This design comes from an exercise in tuning for small area, a short achievable clock period and few clock cycles per item on the open sky130 flow, not from production work. Function was checked by simulation only, so behaviour that the tests miss may differ from the original. Power is estimated from default activity; no workload was simulated.

[flow/run.sh]
#!/bin/bash
# synth_recipe.tcl (not shown) runs the flow's synth.tcl, then flattens the netlist and writes it again
# the make line also repeats each setting of config.mk as NAME=value (left out here)
make -C /OpenROAD-flow-scripts/flow DESIGN_CONFIG=/design/flow/config.mk WORK_HOME=/design/flow/orfs CLKGATE_MAP_FILE= SYNTH_SCRIPT=/design/flow/synth_recipe.tcl finish
[flow/config.mk]
export PLATFORM = sky130hd
export DESIGN_NAME = delimiter_text_splitter_core
export DESIGN_NICKNAME = delimiter_text_splitter_core
export VERILOG_FILES = /design/flow/design.v
export SDC_FILE = /design/flow/constraint.sdc
export NUM_CORES = 4
export LEC_CHECK = 0
export CAP_MARGIN = 20
export CORE_MARGIN = 2
export CORE_UTILIZATION = 25
export SLEW_MARGIN = 20
[flow/constraint.sdc]
create_clock -name core_clock -period 16.0 [get_ports {aclk}]
set_input_delay 3.2000 -clock core_clock [delete_from_list [all_inputs] [get_ports {aclk}]]
set_output_delay 3.2000 -clock core_clock [all_outputs]
set_load 0.01 [all_outputs]
[flow/design.v]
module dts_match (
    input  logic [31:0]  win_bytes,    
    input  logic [2:0]   win_count,
    input  logic [127:0] cfg_bytes,    
    input  logic [11:0]  cfg_lens,
    input  logic [2:0]   cfg_count,
    output logic [3:0]   hit,          
    output logic [7:0]   hit_num,      
    output logic [11:0]  hit_len       
);
    localparam int WIN_BYTES = 4;
    localparam int SLOTS     = 4;
    logic [55:0] ext;
    assign ext = {24'h000000, win_bytes};
    always_comb begin
        logic [2:0] used;
        logic [2:0] avail;
        logic [2:0] dl;
        logic       ok;
        used    = (cfg_count > 3'd4) ? 3'd4 : cfg_count;
        avail   = '0;
        dl      = '0;
        ok      = 1'b0;
        hit     = '0;
        hit_num = '0;
        hit_len = '0;
        for (int i = 0; i < WIN_BYTES; i++) begin
            avail = win_count - 3'(i);
            for (int d = 0; d < SLOTS; d++) begin
                dl = cfg_lens[d*3 +: 3];
                if (dl > 3'd4) begin
                    dl = 3'd4;
                end
                ok = (3'(d) < used) && (dl != '0) && (3'(i) < win_count)
                     && ({1'b0, dl} <= {1'b0, avail});
                for (int j = 0; j < WIN_BYTES; j++) begin
                    if (3'(j) < dl && ext[8*(i+j) +: 8] != cfg_bytes[32*d + 8*j +: 8]) begin
                        ok = 1'b0;
                    end
                end
                if (ok && !hit[i]) begin
                    hit[i]           = 1'b1;
                    hit_num[2*i +: 2] = 2'(d);
                    hit_len[3*i +: 3] = dl;
                end
            end
        end
    end
endmodule
module delimiter_text_splitter_core (
    input  logic        aclk,
    input  logic        aresetn,
    input  logic        cfg_we,
    input  logic [2:0]  cfg_addr,
    input  logic [31:0] cfg_wdata,
    input  logic        s_tvalid,
    output logic        s_tready,
    input  logic [7:0]  s_tdata,    
    input  logic        s_tlast,
    output logic        m_tvalid,
    input  logic        m_tready,
    output logic [47:0] m_tdata,    
    output logic [3:0]  m_tuser,    
    output logic        m_tlast
);
    localparam int WIN_BYTES   = 4;
    localparam int NRES        = 4;
    localparam int OFFSET_BITS = 20;
    localparam int POS_W       = 21;
    localparam logic [POS_W-1:0]       POS_LIMIT = 21'h100000;
    localparam logic [OFFSET_BITS-1:0] OFF_MAX   = 20'hFFFFF;
    localparam int RW    = 46;
    localparam int R_LEN = 20;
    localparam int R_END = 41;
    localparam int R_NUM = 42;
    localparam int R_FIN = 44;
    localparam int R_TL  = 45;
    logic [127:0]              cfg_bytes;
    logic [11:0]               cfg_lens;
    logic [2:0]                cfg_count;
    logic [23:0]               win_reg;
    logic [1:0]                fill_reg;
    logic [POS_W-1:0]          pos_reg;
    logic [OFFSET_BITS-1:0]    start_reg;
    logic [1:0]                skip_reg;
    logic                      ovf_reg;
    logic [NRES*RW-1:0]        obuf_reg;
    logic [2:0]                ocnt_reg;
    logic [31:0]               buf_c;
    logic [2:0]                n_c;
    logic [POS_W-1:0]          pos_next;
    logic                      ovf_next;
    logic [3:0]                hit;
    logic [7:0]                hit_num;
    logic [11:0]               hit_len;
    logic [NRES*RW-1:0]        res_c;
    logic [2:0]                k_c;
    logic [OFFSET_BITS-1:0]    start_next;
    logic [1:0]                skip_next;
    logic                      s_acc;
    logic                      m_acc;
    assign s_acc = s_tvalid && s_tready;
    assign m_acc = m_tvalid && m_tready;
    assign ovf_next = ovf_reg | pos_reg[OFFSET_BITS];
    assign pos_next = pos_reg[OFFSET_BITS] ? pos_reg : pos_reg + 21'd1;
    assign n_c      = {1'b0, fill_reg} + 3'd1;
    always_comb begin
        for (int i = 0; i < WIN_BYTES; i++) begin
            if (i < WIN_BYTES - 1 && 2'(i) < fill_reg) begin
                buf_c[8*i +: 8] = win_reg[8*(i%3) +: 8];
            end else if (3'(i) == {1'b0, fill_reg}) begin
                buf_c[8*i +: 8] = s_tdata;
            end else begin
                buf_c[8*i +: 8] = 8'h00;
            end
        end
    end
    dts_match u_match (
        .win_bytes (buf_c),
        .win_count (n_c),
        .cfg_bytes (cfg_bytes),
        .cfg_lens  (cfg_lens),
        .cfg_count (cfg_count),
        .hit       (hit),
        .hit_num   (hit_num),
        .hit_len   (hit_len)
    );
    always_comb begin
        logic [POS_W-1:0]       base;
        logic [POS_W-1:0]       q;
        logic [POS_W:0]         sum;
        logic [POS_W-1:0]       cend;
        logic [OFFSET_BITS-1:0] st;
        logic [1:0]             sk;
        logic [2:0]             k;
        logic [2:0]             hl;
        logic                   act;
        logic [1:0]             kl;
        logic [RW-1:0]          rec;
        base  = pos_next - {18'd0, n_c};
        q     = '0;
        sum   = '0;
        cend  = '0;
        st    = start_reg;
        sk    = skip_reg;
        k     = '0;
        hl    = '0;
        act   = 1'b0;
        kl    = '0;
        rec   = '0;
        res_c = '0;
        for (int i = 0; i < WIN_BYTES; i++) begin
            act = s_tlast ? (3'(i) < n_c) : (i == 0 && n_c == 3'd4);
            q   = base + 21'(i);
            hl  = hit_len[3*i +: 3];
            if (act) begin
                if (sk != '0) begin
                    sk = sk - 2'd1;
                end else if (hit[i]) begin
                    sum  = {1'b0, q} + {19'd0, hl};
                    cend = (sum > {1'b0, POS_LIMIT}) ? POS_LIMIT : sum[POS_W-1:0];
                    rec = {ovf_next, 1'b0, hit_num[2*i +: 2], 1'b1,
                           (cend > {1'b0, st}) ? cend - {1'b0, st} : 21'd0, st};
                    for (int e = 0; e < NRES; e++) begin
                        if (k[1:0] == 2'(e)) res_c[RW*e +: RW] = rec;
                    end
                    k  = k + 3'd1;
                    st = (cend < {1'b0, OFF_MAX}) ? cend[OFFSET_BITS-1:0] : OFF_MAX;
                    sk = 2'(hl - 3'd1);
                end
            end
        end
        if (s_tlast) begin
            if (k < 3'd4) begin
                rec = {ovf_next, 1'b0, 2'd0, 1'b0,
                       (pos_next > {1'b0, st}) ? pos_next - {1'b0, st} : 21'd0, st};
                for (int e = 0; e < NRES; e++) begin
                    if (k[1:0] == 2'(e)) res_c[RW*e +: RW] = rec;
                end
                k = k + 3'd1;
            end
            kl = k[1:0] - 2'd1;
            for (int e = 0; e < NRES; e++) begin
                if (kl == 2'(e)) res_c[RW*e + R_FIN] = 1'b1;
            end
        end
        k_c        = k;
        start_next = st;
        skip_next  = sk;
    end
    assign s_tready = (ocnt_reg == 3'd0) || (ocnt_reg == 3'd1 && m_tready);
    always_ff @(posedge aclk) begin
        if (!aresetn) begin
            cfg_bytes <= {32'd8238, 32'd9, 32'd10, 32'd2570};
            cfg_lens  <= 12'd1098;
            cfg_count <= 3'd3;
        end else if (cfg_we) begin
            case (cfg_addr)
                3'd0: cfg_bytes[31:0]   <= cfg_wdata;
                3'd1: cfg_bytes[63:32]  <= cfg_wdata;
                3'd2: cfg_bytes[95:64]  <= cfg_wdata;
                3'd3: cfg_bytes[127:96] <= cfg_wdata;
                3'd4: cfg_lens          <= cfg_wdata[11:0];
                3'd5: cfg_count         <= cfg_wdata[2:0];
                default: begin
                end
            endcase
        end
    end
    always_ff @(posedge aclk) begin
        if (!aresetn) begin
            fill_reg  <= '0;
            pos_reg   <= '0;
            start_reg <= '0;
            skip_reg  <= '0;
            ovf_reg   <= 1'b0;
        end else if (s_acc) begin
            if (s_tlast) begin
                fill_reg  <= '0;
                pos_reg   <= '0;
                start_reg <= '0;
                skip_reg  <= '0;
                ovf_reg   <= 1'b0;
            end else begin
                fill_reg  <= (n_c == 3'd4) ? 2'd3 : n_c[1:0];
                pos_reg   <= pos_next;
                start_reg <= start_next;
                skip_reg  <= skip_next;
                ovf_reg   <= ovf_next;
            end
        end
    end
    always_ff @(posedge aclk) begin
        if (s_acc && !s_tlast) begin
            if (n_c == 3'd4) begin
                win_reg <= buf_c[31:8];
            end else begin
                case (fill_reg)
                    2'd0:    win_reg[7:0]   <= s_tdata;
                    2'd1:    win_reg[15:8]  <= s_tdata;
                    default: win_reg[23:16] <= s_tdata;
                endcase
            end
        end
    end
    always_ff @(posedge aclk) begin
        if (!aresetn) begin
            ocnt_reg <= '0;
        end else if (s_acc) begin
            ocnt_reg <= k_c;
        end else if (m_acc) begin
            ocnt_reg <= ocnt_reg - 3'd1;
        end
    end
    always_ff @(posedge aclk) begin
        if (s_acc) begin
            obuf_reg <= res_c;
        end else if (m_acc) begin
            obuf_reg <= {{RW{1'b0}}, obuf_reg[NRES*RW-1:RW]};
        end
    end
    assign m_tvalid = (ocnt_reg != 3'd0);
    assign m_tdata  = {7'b0, obuf_reg[R_LEN +: POS_W], obuf_reg[OFFSET_BITS-1:0]};
    assign m_tuser  = {obuf_reg[R_TL], obuf_reg[R_NUM +: 2], obuf_reg[R_END]};
    assign m_tlast  = obuf_reg[R_FIN];
endmodule
==> key figures <==
Yosys
  – Number of enable-type register cells in the synthesized netlist: 208
  – Primary FF master, synth: sky130_fd_sc_hd__edfxtp_1
  – Per-instance average area after synthesis: 7.48 µm²
  – Ys async rst share: 0
  – Leading area contributor after synthesis: sky130_fd_sc_hd__edfxtp_1
  – Share of cell area taken by muxes after synthesis: 0.0102
  – Area fraction of the dominant cell type after synthesis: 0.142
  – Xor and xnor area share after synthesis: 0.0952
  – Complex-gate fraction of the synthesized area: 0.276
  – Cells taking the most area after synthesis: sky130_fd_sc_hd__edfxtp_1 (14%), sky130_fd_sc_hd__dfxtp_1 (8.7%), sky130_fd_sc_hd__nand2_1 (5.9%)
  – Share of synthesized area occupied by flip-flops and latches: 0.229
  – Total standard cell area after synthesis: 44100 µm²
  – YS warnings: 2
  – Seq cells post-synth: 400
  – Synthesized-area fraction occupied by and/or/nand/nor cells: 0.266
  – Synthesized-area fraction occupied by adder cells: 0.0544
  – Post-synthesis cell count: 5900
  – Count of cell types in the netlist: 137
  – Combinational family with the most area after synthesis: compound AO/OA/AOI/OAI gates

Global routing
  – Global-route wire length before repair: 361 mm
  – Initial antenna violation count: 16
  – Overall global routing resource usage: 0.278
  – Via count of the first global-routing pass: 46100
  – Maximum number of pins on one net before global-route repair: 112
  – Remaining Overflow, GRT: 0

STA
  – Post-layout min period: 14.67 ns
  – Setup Total Neg Slack: 0 ns
  – Final hold violation count: 0
  – Number of max-slew violations in the final report: 0
  – Final worst setup slack: 1.33 ns
  – Highest attainable clock frequency: 68.2 MHz
  – Setup violators final: 0
  – Slew at the pin with the worst max-slew slack: 1.32 ns
  – Unrepaired setup endpoints after global routing: no
  – Clock Skew: 0.0528 ns
  – Normalized max-slew margin: 0.120
  – Crit share post-route: 0.917

Route
  – DRC: 0
  – Number of vias per cell: 6.06
  – Detailed-route wire length per cell: 31.4 µm
  – Wire length reported by the detailed router: 261 mm
  – Number of iterations in the first detailed-routing pass: 10
  – Total via count after detailed routing: 50400
  – Violation count after the first detailed-route iteration: 7044
  – DRT antenna net count: 0

Power
  – Power Density: 195 nW/µm²
  – Total leakage power: 18.1 nW
  – Max VDD drop: 138 µV

Clock tree
  – Number of H-tree levels: 2
  – CTS tree: built
  – Clock sink count: 400
  – Number of gates given a new drive strength after cts: 0
  – TritonCTS buffer count: 49
  – Clock Path Buffers: 3
  – Worst skew pair latency: 0.69 ns
  – CTS Root Buffer Type: sky130_fd_sc_hd__clkbuf_16
  – Hold buffers post-CTS: 0
  – Post-CTS setup buffers: 0
  – Clock transition time at the flip-flop clock pins of the worst setup and hold paths: 0.06 ns

Worst setup path
  – Critical path class: input pin to flip-flop
  – Worst path required time: 16.51 ns
  – Critical Path End Type: flip-flop
  – Peak fanout along the critical path: 14
  – Critical Path Source Type: input pin
  – Critical-path cell with the highest stage delay: sky130_fd_sc_hd__nor2b_1
  – Slowest stage delay, CP: 0.76 ns
  – Arrival time of data at the critical path endpoint: 15.18 ns
  – Startpoint of the worst register-to-register path: fill_reg[0]
  – Cells on worst reg2reg path: 50
  – Beginning of the critical path: s_tdata[5]

Die
  – CORE AREA: 176000 µm²
  – Die outline height: 424 µm
  – Effective utilization at floorplan: 0.251
  – Total die area: 180000 µm²
  – Width of the die: 424 µm
  – Top-level port count: 104
  – Site Rows: 154

Placement
  – Post-placement cell count: 8222
  – Post-DP Area: 48900 µm²
  – Number of buffers inserted by port buffering: 96
  – Placer congestion estimate: 1.07
  – Setup Slack @ Placement: 1.06 ns
  – Detailed-placement wirelength estimate: 204 mm

Final layout
  – Synthesis-to-layout area growth: 14.8%
  – Fraction of layout instances using a drive strength above 1: 0.114
  – Final cell area excluding filler cells: 50700 µm²
  – Flip-flop count of the largest register after layout: 184
  – Final cell count without fillers: 8314
  – Nets: 6167

Run
  – MaxCap Viol Count: 0

Worst hold path
  – HP Class: flip-flop to flip-flop
  – Instance count along the most critical hold path: 2
  – Startpoint of the worst hold path: ovf_reg

Outcome
  – Outcome: finished clean
worst max-delay path, delay by kind of cell:
kind	cells	cell delay, ns
AND/OR/NAND/NOR	12	3.81
AO/OA/AOI/OAI	22	5.97
buffers and inverters	6	1.26
adder cells (fa/ha/maj)	2	0.67
XOR/XNOR	1	0.27
stage by stage:
stage | power (W) | util | hold WS (ns)
4_1_cts | 0.00965 | 0.288 | 0.478
2_1_floorplan | 0.00535 | - | 0.431
3_3_place_gp | 0.00838 | 0.278 | 0.447
6_report | 0.00986 | 0.288 | 0.473
3_5_place_dp | 0.00837 | 0.278 | 0.462
5_1_grt | 0.0103 | 0.288 | 0.511
path summary, 6_finish.rpt:
path,to,slack (ns)
worst max-delay path,obuf_reg[22],1.33
worst min-delay path,ovf_reg,0.47
worst max register to register,obuf_reg[177],2.25
worst min register to register,ovf_reg,0.47
routing by layer:
metal  wire, µm  vias up  global-route usage
met5        132        -                   0
met4      21200       20               0.183
met3      24700      787              0.0623
met2     110000     3203               0.417
met1     105000    24500               0.357
li1           -    21900                   -
cell families (layout without fill, tap and decap cells):
| group | after synthesis | count (layout) |
|---|---|---|
| compound gates | 1763 | 1763 |
| xor+xnor | 468 | 468 |
| fa+ha+maj | 187 | 187 |
| buf+inv | 724 | 789 |
| flops | 400 | 400 |
| mux | 41 | 41 |
| other cells | 1 | 10 |
| simple gates | 2316 | 2316 |
layout by cell type, fill, tap and decap left out, types with 58 or more instances in the layout:
cell type	n
sky130_fd_sc_hd__a211oi_1	64
sky130_fd_sc_hd__a21o_1	69
sky130_fd_sc_hd__a21oi_1	421
sky130_fd_sc_hd__a22oi_1	121
sky130_fd_sc_hd__a31oi_1	108
sky130_fd_sc_hd__and2_1	75
sky130_fd_sc_hd__and3_1	79
sky130_fd_sc_hd__buf_4	366
sky130_fd_sc_hd__clkdlybuf4s50_1	87
sky130_fd_sc_hd__dfxtp_1	192
sky130_fd_sc_hd__edfxtp_1	208
sky130_fd_sc_hd__ha_1	173
sky130_fd_sc_hd__inv_1	208
sky130_fd_sc_hd__nand2_1	696
sky130_fd_sc_hd__nand2b_1	65
sky130_fd_sc_hd__nand3_1	215
sky130_fd_sc_hd__nand4_1	109
sky130_fd_sc_hd__nor2_1	475
sky130_fd_sc_hd__nor2b_1	63
sky130_fd_sc_hd__nor3_1	119
sky130_fd_sc_hd__nor4_1	98
sky130_fd_sc_hd__o211ai_1	90
sky130_fd_sc_hd__o21ai_0	240
sky130_fd_sc_hd__o22ai_1	82
sky130_fd_sc_hd__o32ai_1	58
sky130_fd_sc_hd__xnor2_1	293
sky130_fd_sc_hd__xor2_1	162
synthesized netlist by cell type (51+ instances only):
cell	n
sky130_fd_sc_hd__a211oi_1	67
sky130_fd_sc_hd__a21o_1	69
sky130_fd_sc_hd__a21oi_1	422
sky130_fd_sc_hd__a22oi_1	121
sky130_fd_sc_hd__a31oi_1	112
sky130_fd_sc_hd__and2_1	76
sky130_fd_sc_hd__and3_1	79
sky130_fd_sc_hd__buf_1	51
sky130_fd_sc_hd__buf_2	62
sky130_fd_sc_hd__buf_4	63
sky130_fd_sc_hd__clkbuf_1	310
sky130_fd_sc_hd__dfxtp_1	192
sky130_fd_sc_hd__edfxtp_1	208
sky130_fd_sc_hd__ha_1	175
sky130_fd_sc_hd__inv_1	209
sky130_fd_sc_hd__nand2_1	698
sky130_fd_sc_hd__nand2b_1	65
sky130_fd_sc_hd__nand3_1	218
sky130_fd_sc_hd__nand4_1	109
sky130_fd_sc_hd__nor2_1	485
sky130_fd_sc_hd__nor2b_1	63
sky130_fd_sc_hd__nor3_1	121
sky130_fd_sc_hd__nor4_1	98
sky130_fd_sc_hd__o211ai_1	90
sky130_fd_sc_hd__o21ai_0	243
sky130_fd_sc_hd__o22ai_1	82
sky130_fd_sc_hd__o32ai_1	58
sky130_fd_sc_hd__or3_1	57
sky130_fd_sc_hd__xnor2_1	295
sky130_fd_sc_hd__xor2_1	163
layout make-up:
cell class | count | area [µm²]
Timing Repair Buffer | 469 | 3790
Tap cell | 2340 | 2930
Clock buffer | 62 | 1360
Inverter | 231 | 882
Multi-Input combinational cell | 4783 | 31200
Fill cell | 19100 | 125000
Clock inverter | 27 | 389
Antenna cell | 2 | 5.00
Sequential cell | 400 | 10100
power breakdown:
part	internal [W]	switching, W	total (W)	leakage, nW
sequential	0.00149	0.000112	0.00160	3.61
combinational	0.00238	0.00461	0.00699	13.6
clock	0.000747	0.000517	0.00126	0.855
Testbench counts, summed over its fixed seeds: cycles 167,792, bytes 166,651.

==> what the ideal ports hide <==
The flow's constraints put no driver on any port. The routed layout listed below was extracted and timed again, unchanged, in two steps. Step 1 (the two cells are an assumption about what drives the block):
set clk [get_ports {aclk}]
set_driving_cell -lib_cell sky130_fd_sc_hd__clkbuf_16 $clk
set_driving_cell -lib_cell sky130_fd_sc_hd__buf_2 [delete_from_list [all_inputs] $clk]
Step 2 times the ports against the registers' clock, not the clock port: input delays grow and output delays shrink by t, the midpoint of the rising clock arrivals with the driver on. a / b / c = no drivers / after step 1 / after step 2; a / b = the first two.
t (ns): 0.739
setup slack, ns: 1.331 / 1.370 / 0.631
pins driven straight from the clock port: 1
After both steps this run still meets setup and hold. For this run, drivers alone change the setup slack by +0.039 ns; drivers and shift together by -0.700 ns.
